Source: an optimization exercise on an open RTL-to-GDS flow (aim: small area and a short achievable clock period). Production flows keep margins and buffers that such runs may drop.
In this exercise RTL edits were held to simulation tests only and were not proved equivalent to the original.
No activity file was given, so power comes from the tool's default toggle rates.

<file path="design/flow/run.sh">
#!/bin/bash
# synth_recipe.tcl (not shown) runs the flow's synth.tcl, then flattens the netlist and writes it again
# the make line also repeats each setting of config.mk as NAME=value (left out here)
make -C /OpenROAD-flow-scripts/flow DESIGN_CONFIG=/design/flow/config.mk WORK_HOME=/design/flow/orfs CLKGATE_MAP_FILE= SYNTH_SCRIPT=/design/flow/synth_recipe.tcl finish
</file>
<file path="design/flow/constraint.sdc">
create_clock -name core_clock -period 5.5 [get_ports {clk}]
set_input_delay 1.1000 -clock core_clock [delete_from_list [all_inputs] [get_ports {clk}]]
set_output_delay 1.1000 -clock core_clock [all_outputs]
set_load 0.01 [all_outputs]
</file>
<file path="design/flow/config.mk">
export PLATFORM = sky130hd
export DESIGN_NAME = data_memory_bytelane
export DESIGN_NICKNAME = data_memory_bytelane
export VERILOG_FILES = /design/flow/design.v
export SDC_FILE = /design/flow/constraint.sdc
export NUM_CORES = 4
export LEC_CHECK = 0
export CAP_MARGIN = 20
export CORE_MARGIN = 2
export CORE_UTILIZATION = 62
export CTS_BUF_LIST = sky130_fd_sc_hd__clkbuf_16
export CTS_CLUSTER_DIAMETER = 60
export CTS_CLUSTER_SIZE = 30
export SETUP_SLACK_MARGIN = 3.0
export SLEW_MARGIN = 20
export SYNTH_HIERARCHICAL = 1
</file>
<file path="design/flow/design.v">
`default_nettype none
module data_memory_bytelane #(
    parameter int XLEN        = 32,
    parameter int DEPTH_WORDS = 64,
    parameter int AW          = $clog2(DEPTH_WORDS)
) (
    input  logic            clk,
    input  logic            rst,
    input  logic            req_rd,
    input  logic            req_wr,
    input  logic [2:0]      funct3,
    input  logic [XLEN-1:0] addr,
    input  logic [XLEN-1:0] wdata,
    output logic            ready,
    output logic [XLEN-1:0] rdata,
    output logic            rvalid,
    output logic            fault
);
    localparam logic [AW-1:0] LAST_WORD = AW'(DEPTH_WORDS - 1);
    localparam int            HW        = AW / 2;           
    localparam int            NLO       = 1 << HW;
    localparam int            NHI       = 1 << (AW - HW);
    logic          r_ready;
    logic          r_clr;
    logic [AW-1:0] r_clr_cnt;
    logic          w_clr;
    logic          r_run;
    always_ff @(posedge clk or posedge rst) begin
        if (rst) begin
            r_ready   <= 1'b0;
            r_clr     <= 1'b1;
            r_clr_cnt <= '0;
        end else if (r_clr) begin
            r_clr_cnt <= r_clr_cnt + 1'b1;
            if (r_clr_cnt == LAST_WORD) begin
                r_ready <= 1'b1;
                r_clr   <= 1'b0;
            end
        end
    end
    assign ready = r_ready;
    assign w_clr = r_clr;
    assign r_run = !r_clr;
    logic r_par;
    always_ff @(posedge clk or posedge rst) begin
        if (rst) r_par <= 1'b0;
        else     r_par <= !r_par;
    end
    logic            w_accept;
    logic            w_bad;
    logic            w_fault;
    logic            w_load_ok;
    logic            w_store_ok;
    logic [1:0]      w_lane;
    logic [AW-1:0]   w_idx;
    logic [3:0]      w_be;
    logic [3:0]      w_lanes;      
    logic [XLEN-1:0] w_wdata_rep;
    assign w_lane   = addr[1:0];
    assign w_idx    = addr[AW+1:2];
    assign w_accept = r_run && (req_rd || req_wr);
    always_comb begin
        w_bad = 1'b0;
        if (req_rd && req_wr) w_bad = 1'b1;
        if (req_rd && (funct3 == 3'b011 || funct3 == 3'b110 || funct3 == 3'b111)) w_bad = 1'b1;
        if (req_wr && (funct3[2] || funct3[1:0] == 2'b11)) w_bad = 1'b1;
        if (funct3[1:0] == 2'b01 && addr[0]) w_bad = 1'b1;
        if (funct3[1:0] == 2'b10 && addr[1:0] != 2'b00) w_bad = 1'b1;
        if (|addr[XLEN-1:AW+2]) w_bad = 1'b1;
    end
    assign w_fault    = w_accept && w_bad;
    assign w_load_ok  = w_accept && !w_bad && req_rd;
    assign w_store_ok = w_accept && !w_bad && req_wr;
    always_comb begin
        w_lanes     = 4'b0000;
        w_wdata_rep = wdata;
        case (funct3[1:0])
            2'b00: begin
                w_lanes[w_lane] = 1'b1;
                w_wdata_rep     = {4{wdata[7:0]}};
            end
            2'b01: begin
                w_lanes     = w_lane[1] ? 4'b1100 : 4'b0011;
                w_wdata_rep = {2{wdata[15:0]}};
            end
            default: begin
                w_lanes     = 4'b1111;
                w_wdata_rep = wdata;
            end
        endcase
        if (w_clr) w_lanes = 4'b1111;
        w_be = w_store_ok ? w_lanes : 4'b0000;
        if (w_clr) w_be = 4'b1111;
    end
    logic [3:0] w_b0;
    logic       w_b1l1;
    logic       w_b1l3;
    logic       w_b23;
    logic [3:0] w_sg1;    
    logic [3:0] w_sg23;   
    always_comb begin
        w_b0   = 4'b0000;
        w_b1l1 = 1'b0;
        w_b1l3 = 1'b0;
        w_b23  = 1'b0;
        w_sg1  = 4'b0000;
        w_sg23 = 4'b0000;
        case (funct3[1:0])
            2'b00: begin
                w_b0[w_lane] = 1'b1;
                if (!funct3[2]) begin
                    w_sg1[w_lane]  = 1'b1;
                    w_sg23[w_lane] = 1'b1;
                end
            end
            2'b01: begin
                w_b0[{w_lane[1], 1'b0}] = 1'b1;
                w_b1l1 = !w_lane[1];
                w_b1l3 = w_lane[1];
                if (!funct3[2]) w_sg23[{w_lane[1], 1'b1}] = 1'b1;
            end
            default: begin
                w_b0[0] = 1'b1;
                w_b1l1  = 1'b1;
                w_b23   = 1'b1;
            end
        endcase
        if (!w_load_ok) begin
            w_b0   = 4'b0000;
            w_b1l1 = 1'b0;
            w_b1l3 = 1'b0;
            w_b23  = 1'b0;
            w_sg1  = 4'b0000;
            w_sg23 = 4'b0000;
        end
    end
    logic                   r_a_load;
    logic                   r_a_fault;
    logic [DEPTH_WORDS-1:0] r_a_row_n;    
    logic [3:0]             r_a_be_n;     
    logic [NLO-1:0]         r_b_lo;       
    logic [NHI-1:0]         r_b_hi;
    logic [XLEN-1:0]        r_a_col;
    logic [3:0]             r_a_b0;
    logic                   r_a_b1l1;
    logic                   r_a_b1l3;
    logic                   r_a_b23;
    logic [3:0]             r_a_sg1;
    logic [3:0]             r_a_sg23;
    logic [NLO-1:0]         w_pre_lo;
    logic [NHI-1:0]         w_pre_hi;
    logic [DEPTH_WORDS-1:0] w_row_n_d;
    dm_dec3 u_dec_lo (.a(w_idx[HW-1:0]),  .y(w_pre_lo));
    dm_dec3 u_dec_hi (.a(w_idx[AW-1:HW]), .y(w_pre_hi));
    for (genvar i = 0; i < DEPTH_WORDS; i++) begin : g_dec
        dm_a21oi u_row (.a1(w_pre_hi[i / NLO]), .a2(w_pre_lo[i % NLO]), .b1(w_clr),
                        .y(w_row_n_d[i]));
    end
    always_ff @(posedge clk or posedge rst) begin
        if (rst) begin
            r_a_load  <= 1'b0;
            r_a_fault <= 1'b0;
        end else begin
            r_a_load  <= w_load_ok;
            r_a_fault <= w_fault;
        end
    end
    always_ff @(posedge clk) begin
        r_a_row_n <= w_row_n_d;
        for (int i = 0; i < NLO; i++) begin
            r_b_lo[i] <= w_clr || w_pre_lo[i];
        end
        for (int i = 0; i < NHI; i++) begin
            r_b_hi[i] <= w_clr || (w_store_ok && w_pre_hi[i]);
        end
        r_a_be_n <= ~w_be;
        for (int b = 0; b < XLEN; b++) begin
            r_a_col[b] <= w_lanes[b/8] ? ((!w_clr && w_wdata_rep[b]) ^ !r_par) : 1'b1;
        end
        r_a_b0   <= w_b0;
        r_a_b1l1 <= w_b1l1;
        r_a_b1l3 <= w_b1l3;
        r_a_b23  <= w_b23;
        r_a_sg1  <= w_sg1;
        r_a_sg23 <= w_sg23;
    end
    logic [DEPTH_WORDS-1:0][XLEN-1:0] mem;
    for (genvar i = 0; i < DEPTH_WORDS; i++) begin : g_word
        logic [3:0] w_sel;
        logic       w_nsel;
        assign w_sel  = ~({4{r_a_row_n[i]}} | r_a_be_n);
        assign w_nsel = !(r_b_hi[i / NLO] && r_b_lo[i % NLO]);
        for (genvar b = 0; b < XLEN; b++) begin : g_bit
            always_ff @(posedge clk) begin
                mem[i][b] <= !((mem[i][b] | w_sel[b/8]) & (w_nsel | r_a_col[b]));
            end
        end
    end
    logic [XLEN-1:0] w_raw;
    logic [XLEN-1:0] w_word;
    for (genvar b = 0; b < XLEN; b++) begin : g_rd
        logic [DEPTH_WORDS/2-1:0] w_l1;
        for (genvar p = 0; p < DEPTH_WORDS / 2; p++) begin : g_pair
            dm_rd_pair u_pair (
                .m0 (mem[2*p][b]),   .rn0(r_a_row_n[2*p]),
                .m1 (mem[2*p+1][b]), .rn1(r_a_row_n[2*p+1]),
                .y  (w_l1[p])
            );
        end
        dm_or32_n u_or (.a(w_l1), .y(w_raw[b]));
        dm_xor2 u_par (.a(w_raw[b]), .b(r_par), .y(w_word[b]));
    end
    logic            w_hold;
    logic [XLEN-1:0] w_d;
    logic [3:1]      w_fa;
    logic [3:1]      w_fb;
    assign w_hold = !(r_a_load || r_a_fault);
    dm_a22oi u_f1a (.a1(r_a_sg1[0]),  .a2(w_word[7]),  .b1(r_a_sg1[1]),  .b2(w_word[15]), .y(w_fa[1]));
    dm_a22oi u_f1b (.a1(r_a_sg1[2]),  .a2(w_word[23]), .b1(r_a_sg1[3]),  .b2(w_word[31]), .y(w_fb[1]));
    dm_a22oi u_f2a (.a1(r_a_sg23[0]), .a2(w_word[7]),  .b1(r_a_sg23[1]), .b2(w_word[15]), .y(w_fa[2]));
    dm_a22oi u_f2b (.a1(r_a_sg23[2]), .a2(w_word[23]), .b1(r_a_sg23[3]), .b2(w_word[31]), .y(w_fb[2]));
    dm_a22oi u_f3a (.a1(r_a_sg23[0]), .a2(w_word[7]),  .b1(r_a_sg23[1]), .b2(w_word[15]), .y(w_fa[3]));
    dm_a22oi u_f3b (.a1(r_a_sg23[2]), .a2(w_word[23]), .b1(r_a_sg23[3]), .b2(w_word[31]), .y(w_fb[3]));
    for (genvar k = 0; k < 8; k++) begin : g_ext
        logic w_x0, w_z0, w_x1, w_x2, w_x3;
        dm_a222oi u_x0 (.a1(w_hold), .a2(rdata[k]),
                        .b1(r_a_b0[0]), .b2(w_word[k]),
                        .c1(r_a_b0[1]), .c2(w_word[8+k]), .y(w_x0));
        dm_a22oi  u_z0 (.a1(r_a_b0[2]), .a2(w_word[16+k]),
                        .b1(r_a_b0[3]), .b2(w_word[24+k]), .y(w_z0));
        dm_nand2  u_d0 (.a(w_x0), .b(w_z0), .y(w_d[k]));
        dm_a222oi u_x1 (.a1(w_hold), .a2(rdata[8+k]),
                        .b1(r_a_b1l1), .b2(w_word[8+k]),
                        .c1(r_a_b1l3), .c2(w_word[24+k]), .y(w_x1));
        dm_nand3  u_d1 (.a(w_x1), .b(w_fa[1]), .c(w_fb[1]), .y(w_d[8+k]));
        dm_a22oi  u_x2 (.a1(w_hold), .a2(rdata[16+k]),
                        .b1(r_a_b23), .b2(w_word[16+k]), .y(w_x2));
        dm_nand3  u_d2 (.a(w_x2), .b(w_fa[2]), .c(w_fb[2]), .y(w_d[16+k]));
        dm_a22oi  u_x3 (.a1(w_hold), .a2(rdata[24+k]),
                        .b1(r_a_b23), .b2(w_word[24+k]), .y(w_x3));
        dm_nand3  u_d3 (.a(w_x3), .b(w_fa[3]), .c(w_fb[3]), .y(w_d[24+k]));
    end
    always_ff @(posedge clk or posedge rst) begin
        if (rst) begin
            rdata  <= '0;
            rvalid <= 1'b0;
            fault  <= 1'b0;
        end else begin
            rvalid <= r_a_load;
            fault  <= r_a_fault;
            rdata  <= w_d;
        end
    end
endmodule
`default_nettype wire
`default_nettype none
module dm_rd_pair (
    input  logic m0,
    input  logic rn0,
    input  logic m1,
    input  logic rn1,
    output logic y
);
    assign y = !((m0 | rn0) & (m1 | rn1));
endmodule
module dm_nor2 (
    input  logic a,
    input  logic b,
    output logic y
);
    assign y = !(a | b);
endmodule
module dm_nand2 (
    input  logic a,
    input  logic b,
    output logic y
);
    assign y = !(a & b);
endmodule
module dm_nand3 (
    input  logic a,
    input  logic b,
    input  logic c,
    output logic y
);
    assign y = !(a & b & c);
endmodule
module dm_inv (
    input  logic a,
    output logic y
);
    assign y = !a;
endmodule
module dm_nor3 (
    input  logic a,
    input  logic b,
    input  logic c,
    output logic y
);
    assign y = !(a | b | c);
endmodule
module dm_a21oi (
    input  logic a1,
    input  logic a2,
    input  logic b1,
    output logic y
);
    assign y = !((a1 & a2) | b1);
endmodule
module dm_dec3 (
    input  logic [2:0] a,
    output logic [7:0] y
);
    logic [2:0] a_n;
    for (genvar j = 0; j < 3; j++) begin : g_inv
        dm_inv u (.a(a[j]), .y(a_n[j]));
    end
    for (genvar k = 0; k < 8; k++) begin : g_dec
        dm_nor3 u (.a(k[0] ? a_n[0] : a[0]),
                   .b(k[1] ? a_n[1] : a[1]),
                   .c(k[2] ? a_n[2] : a[2]),
                   .y(y[k]));
    end
endmodule
module dm_xor2 (
    input  logic a,
    input  logic b,
    output logic y
);
    assign y = a ^ b;
endmodule
module dm_a22oi (
    input  logic a1,
    input  logic a2,
    input  logic b1,
    input  logic b2,
    output logic y
);
    assign y = !((a1 & a2) | (b1 & b2));
endmodule
module dm_a222oi (
    input  logic a1,
    input  logic a2,
    input  logic b1,
    input  logic b2,
    input  logic c1,
    input  logic c2,
    output logic y
);
    assign y = !((a1 & a2) | (b1 & b2) | (c1 & c2));
endmodule
module dm_or32_n (
    input  logic [31:0] a,
    output logic        y
);
    logic [15:0] l1;
    logic [7:0]  l2;
    logic [3:0]  l3;
    logic [1:0]  l4;
    for (genvar i = 0; i < 16; i++) begin : g_l1
        dm_nor2 u (.a(a[2*i]), .b(a[2*i+1]), .y(l1[i]));
    end
    for (genvar i = 0; i < 8; i++) begin : g_l2
        dm_nand2 u (.a(l1[2*i]), .b(l1[2*i+1]), .y(l2[i]));
    end
    for (genvar i = 0; i < 4; i++) begin : g_l3
        dm_nor2 u (.a(l2[2*i]), .b(l2[2*i+1]), .y(l3[i]));
    end
    for (genvar i = 0; i < 2; i++) begin : g_l4
        dm_nand2 u (.a(l3[2*i]), .b(l3[2*i+1]), .y(l4[i]));
    end
    dm_nor2 u_l5 (.a(l4[0]), .b(l4[1]), .y(y));
endmodule
`default_nettype wire
</file>
==> impl_results.html <==
<table>
<tr><th>Metric</th><th>Value</th></tr>
<tr><th colspan="2">Place</th></tr>
<tr><td>RePlAce Congestion</td><td>0.959</td></tr>
<tr><td>Count of port buffers added during placement</td><td>105</td></tr>
<tr><td>Pre-CTS WS</td><td>1730 ps</td></tr>
<tr><td>HPWL after detailed placement</td><td>157 mm</td></tr>
<tr><th colspan="2">Die</th></tr>
<tr><td>Number of primary I/O pins</td><td>106</td></tr>
<tr><td>Height of the chip</td><td>349 um</td></tr>
<tr><td>Site row count</td><td>126</td></tr>
<tr><td>Die area</td><td>0.122 mm2</td></tr>
<tr><td>Effective utilization at floorplan</td><td>62.5%</td></tr>
<tr><td>Die boundary width</td><td>349 um</td></tr>
<tr><td>Core area</td><td>0.118 mm2</td></tr>
<tr><th colspan="2">Yosys</th></tr>
<tr><td>Count of distinct cell types in the synthesized netlist</td><td>50</td></tr>
<tr><td>Mapped Avg Cell Area</td><td>9.85 um2</td></tr>
<tr><td>Share of synthesized registers carrying an async set or reset</td><td>2.02%</td></tr>
<tr><td>Ys flop type</td><td>dfxtp_1</td></tr>
<tr><td>EDFF count, synth</td><td>0</td></tr>
<tr><td>Net count of the mapped netlist</td><td>7,574</td></tr>
<tr><td>Synthesis-stage register bit count</td><td>2,224</td></tr>
<tr><td>Mapped cell area</td><td>0.0739 mm2</td></tr>
<tr><td>Sequential fraction of the synthesis area</td><td>60.5%</td></tr>
<tr><td>Post-synthesis instance total</td><td>7,502</td></tr>
<tr><td>Yosys warnings</td><td>7</td></tr>
<tr><th colspan="2">STA</th></tr>
<tr><td>Unrepaired setup endpoints after global routing</td><td>true</td></tr>
<tr><td>Clock period minus worst slack</td><td>2580 ps</td></tr>
<tr><td>Period utilization</td><td>47.0%</td></tr>
<tr><td>Max Slew Vio Count</td><td>0</td></tr>
<tr><td>Final number of setup-violating endpoints</td><td>0</td></tr>
<tr><td>Final hold violations</td><td>0</td></tr>
<tr><td>Max Clk Rate</td><td>0.387 GHz</td></tr>
<tr><td>Setup WS post-layout</td><td>2920 ps</td></tr>
<tr><td>Summed negative setup slack over all endpoints</td><td>0 ps</td></tr>
<tr><td>Remaining max-slew budget at the tightest pin</td><td>22.6%</td></tr>
<tr><td>Worst clock skew on the final layout</td><td>35.1 ps</td></tr>
<tr><td>Worst-margin pin slew</td><td>1160 ps</td></tr>
<tr><th colspan="2">Pwr</th></tr>
<tr><td>Clock network fraction of total power</td><td>40.7%</td></tr>
<tr><td>Internal cell power</td><td>0.0219 W</td></tr>
<tr><td>Switching power summed over all nets</td><td>0.00671 W</td></tr>
<tr><td>Relative contribution of sequential cells to total power</td><td>58.3%</td></tr>
<tr><td>Switch share</td><td>23.5%</td></tr>
<tr><td>Pwr/cell area</td><td>345 mW/mm2</td></tr>
<tr><td>Leakage component of the power</td><td>30.7 nW</td></tr>
<tr><td>Combinational share of power</td><td>1.0%</td></tr>
<tr><td>Worst IR Drop VDD</td><td>397 uV</td></tr>
<tr><th colspan="2">Routing</th></tr>
<tr><td>WL per Instance</td><td>27.6 um</td></tr>
<tr><td>Drt drc</td><td>0</td></tr>
<tr><td>First-pass detailed-route iteration total</td><td>7</td></tr>
<tr><td>Via count normalized by instance count</td><td>7.20</td></tr>
<tr><td>Detailed Route Iter0 Violations</td><td>8,974</td></tr>
<tr><td>Detailed Route WL</td><td>252 mm</td></tr>
<tr><td>Remaining number of nets flagged by the antenna check after routing</td><td>0</td></tr>
<tr><td>Via Count</td><td>65,757</td></tr>
<tr><th colspan="2">Min path</th></tr>
<tr><td>Origin of the worst min-delay path</td><td>mem[603]$_DFF_P_</td></tr>
<tr><td>Type of the tightest min-delay check</td><td>register to register</td></tr>
<tr><th colspan="2">Cells and area</th></tr>
<tr><td>Share of post-route cells with drive strength above 1</td><td>10.7%</td></tr>
<tr><td>Net count, final</td><td>7,559</td></tr>
<tr><td>Fill cell count</td><td>9,130</td></tr>
<tr><td>Synthesis-to-finish area growth</td><td>11.9%</td></tr>
<tr><th colspan="2">Critical path</th></tr>
<tr><td>Cell chain of the critical path</td><td>buf_6</td></tr>
<tr><td>Critical Path Fanout Max</td><td>2</td></tr>
<tr><td>CP max stage delay</td><td>510 ps</td></tr>
<tr><td>Dominant delay contributor by cell family on the critical path</td><td>flip-flops</td></tr>
<tr><td>Type of origin of the critical path</td><td>register</td></tr>
<tr><td>CP required</td><td>4400 ps</td></tr>
<tr><td>Worst setup path start</td><td>rdata[23]$_DFF_PP0_</td></tr>
<tr><td>Critical-path cell with the highest stage delay</td><td>dfrtp_2</td></tr>
<tr><td>Reg-to-reg critical path startpoint</td><td>r_a_row_n[10]$_DFF_P_</td></tr>
<tr><td>Buffers &amp; Inverters on Critical Path</td><td>1</td></tr>
<tr><td>Kind of end point of the critical path</td><td>output pin</td></tr>
<tr><td>Worst Path Class, Setup</td><td>register to output pin</td></tr>
<tr><td>Data arrival at the endpoint of the critical path</td><td>1480 ps</td></tr>
<tr><th colspan="2">Global routing</th></tr>
<tr><td>Initial antenna violation count</td><td>3</td></tr>
<tr><td>Met1 Usage GRT</td><td>58.9%</td></tr>
<tr><td>Total routing usage reported by global routing</td><td>39.6%</td></tr>
<tr><td>Pin count of the biggest net entering global routing</td><td>76</td></tr>
<tr><td>Residual overflow from global routing</td><td>0</td></tr>
<tr><td>Vias in the first global route</td><td>59,940</td></tr>
<tr><td>M2 GR Usage</td><td>54.3%</td></tr>
<tr><td>Global-route wire length before repair</td><td>374 mm</td></tr>
<tr><td>Peak-usage layer in the global routing report</td><td>met1</td></tr>
<tr><td>Met3 Usage GRT</td><td>9.37%</td></tr>
<tr><th colspan="2">Outcome</th></tr>
<tr><td>Status</td><td>no timing/DRC/antenna violations</td></tr>
<tr><th colspan="2">CTS</th></tr>
<tr><td>Maximum buffer depth of the clock tree</td><td>3</td></tr>
<tr><td>Deepest level of the CTS H-tree</td><td>4</td></tr>
<tr><td>CTS Root Buffer Type</td><td>clkbuf_16</td></tr>
<tr><td>Num CTS Buffers</td><td>144</td></tr>
<tr><td>Hold Buf Count CTS</td><td>0</td></tr>
<tr><td>CTS tree</td><td>yes</td></tr>
<tr><td>Clock sinks</td><td>2,224</td></tr>
<tr><td>Latest clock arrival within the worst-skew pair</td><td>830 ps</td></tr>
<tr><td>Clock-pin slew of the registers on the worst-case setup and hold paths</td><td>90 ps</td></tr>
<tr><th colspan="2">Run</th></tr>
<tr><td>MaxCap Viol Count</td><td>0</td></tr>
</table>
placed cells by master (no fill, tap or decap), types with 31 or more instances in the layout:
master and instances:
buf_6 65, dfxtp_1 2102, a21oi_2 65, clkdlybuf4s50_1 68, clkbuf_16 145, nor2_1 884, o22ai_1 3079, buf_4 149
nor2_2 42, inv_1 31, nand2_1 369, dfxtp_4 76
cell usage after synthesis (22+ instances only):
library cell  count  area (um2)
o22ai_1        3080       19300
dfxtp_1        2179       43600
nor2_1          939        3520
clkbuf_1        433        1630
nand2_1         399        1500
a21oi_2          64         561
dfrtp_1          44        1100
xor2_1           34         298
a22oi_2          30         375
buf_1            29         109
nand3_1          26         130
a22oi_1          24         180
inv_1            22        82.6
cell type report:
cell class / count / area (um2) / area share (%)
antenna: 2 / 5.00 / 0.00605
clock buffer: 145 / 3630 / 4.39
clock inverter: 107 / 1210 / 1.46
inverter: 24 / 95.1 / 0.115
multi-input combinational: 4770 / 27600 / 33.3
sequential: 2224 / 45100 / 54.5
tap: 1536 / 1920 / 2.32
timing repair buffer: 323 / 3190 / 3.86
worst register-to-register path, stage by stage, from the launching register on:
cell      delay, ps
dfxtp_1         330
buf_6           310
o22ai_1         180
nor2_1          250
nand2_1          90
nor2_1          280
nand2_1         200
nor2_1          150
xor2_1          150
a222oi_1        370
nand3_1         110
timing repair:
| action | in CTS | in global routing |
|---|---|---|
| pin swaps | 6 | 7 |
| buffers inserted | 29 | 67 |
| endpoints found under the setup margin | 120 | 123 |
| resized for setup | 344 | 121 |
routing by layer:
layer  up-vias  wire, um
li1      29128         -
met1     32063    106000
met5         -        12
met4         2     11400
met3       545     31100
met2      4019    104000
state kept, by name, summed over array words and instances, names as in the netlist, 6 cells and up:
| register | count |
|---|---|
| r_b_hi | 8 |
| mem | 2048 |
| r_a_row_n | 64 |
| rdata | 32 |
| r_clr_cnt | 6 |
| r_a_col | 32 |
| r_b_lo | 8 |
kinds of logic after synthesis:
| family | share of synthesized area, % |
|---|---|
| AOI/OAI and AO/OA | 28.5 |
| DFF | 60.5 |
| and+or+nand+nor | 7.62 |
| buffers and inverters | 2.65 |
| xor gates and xnor gates | 0.450 |
| muxes | 0.232 |
| adders and majority gates | 0.0169 |
through the flow:
step	hold slack, ps	cell area, um2	instances	utilization [%]	total power [W]
after floorplan	354	73900	7502	-	0.0169
after global placement	417	76100	8774	64.3	0.0173
after detailed placement	428	76200	8780	64.4	0.0173
after CTS	438	81700	9061	69.1	0.0285
after global routing	445	82700	9129	69.9	0.0292
final	436	82700	9131	69.9	0.0286
modules after synthesis (local to each module, per instance), excerpt:
module	cells	area (um2)	times used
data_memory_bytelane	5290	62100	1
dm_a222oi	1	10.0	16
dm_nor3	1	10.0	16
dm_a21oi	1	8.76	64
dm_rd_pair	1	6.26	1024
dm_nand3	1	5.00	24
dm_nor2	1	3.75	672
dm_nand2	1	3.75	328
power by group through the flow:
| stage | registers (W) | clock network [W] | logic, W |
|---|---|---|---|
| after floorplan | 0.0165 | 0 | 0.000389 |
| after global placement | 0.0170 | 0 | 0.000261 |
| after detailed placement | 0.0170 | 0 | 0.000262 |
| after CTS | 0.0166 | 0.0116 | 0.000265 |
| after global routing | 0.0167 | 0.0123 | 0.000304 |
| final | 0.0167 | 0.0116 | 0.000291 |
final timing paths:
check | endpoint | slack (ps) | cells past startpoint
min | mem[603]$_DFF_P_ | 440 | 1
max in group asynchronous | r_par$_DFF_PP0_ | 3930 | 3
min in group asynchronous | fault$_DFF_PP0_ | 670 | 2
max | rdata[23] | 2920 | 1
min reg2reg | mem[603]$_DFF_P_ | 440 | 1
max reg2reg | rdata[8]$_DFF_PP0_ | 2950 | 10

## separate check: timing with driven ports
Ports are ideal in the flow. The routed layout listed here was re-timed in OpenROAD.
Step 1 assumes that a clkbuf_16 drives the clock port and a buf_2 every other input.
Step 2 moves the port delays by t, midway between the first and last clock arrival at a register: inputs arrive t later, outputs are due t later. That takes back most of the time a late clock gives input paths.
Three values: ideal ports, drivers, drivers and shift; two values: the first two.
shift t [ns]: 0.889
setup WS [ns]: 2.917 / 2.836 / 2.170
latest minus earliest clock arrival (ns): 0.039 / 0.039
After both steps this run still meets setup and hold. For this run, drivers alone change the setup slack by -0.081 ns; drivers and shift together by -0.747 ns.
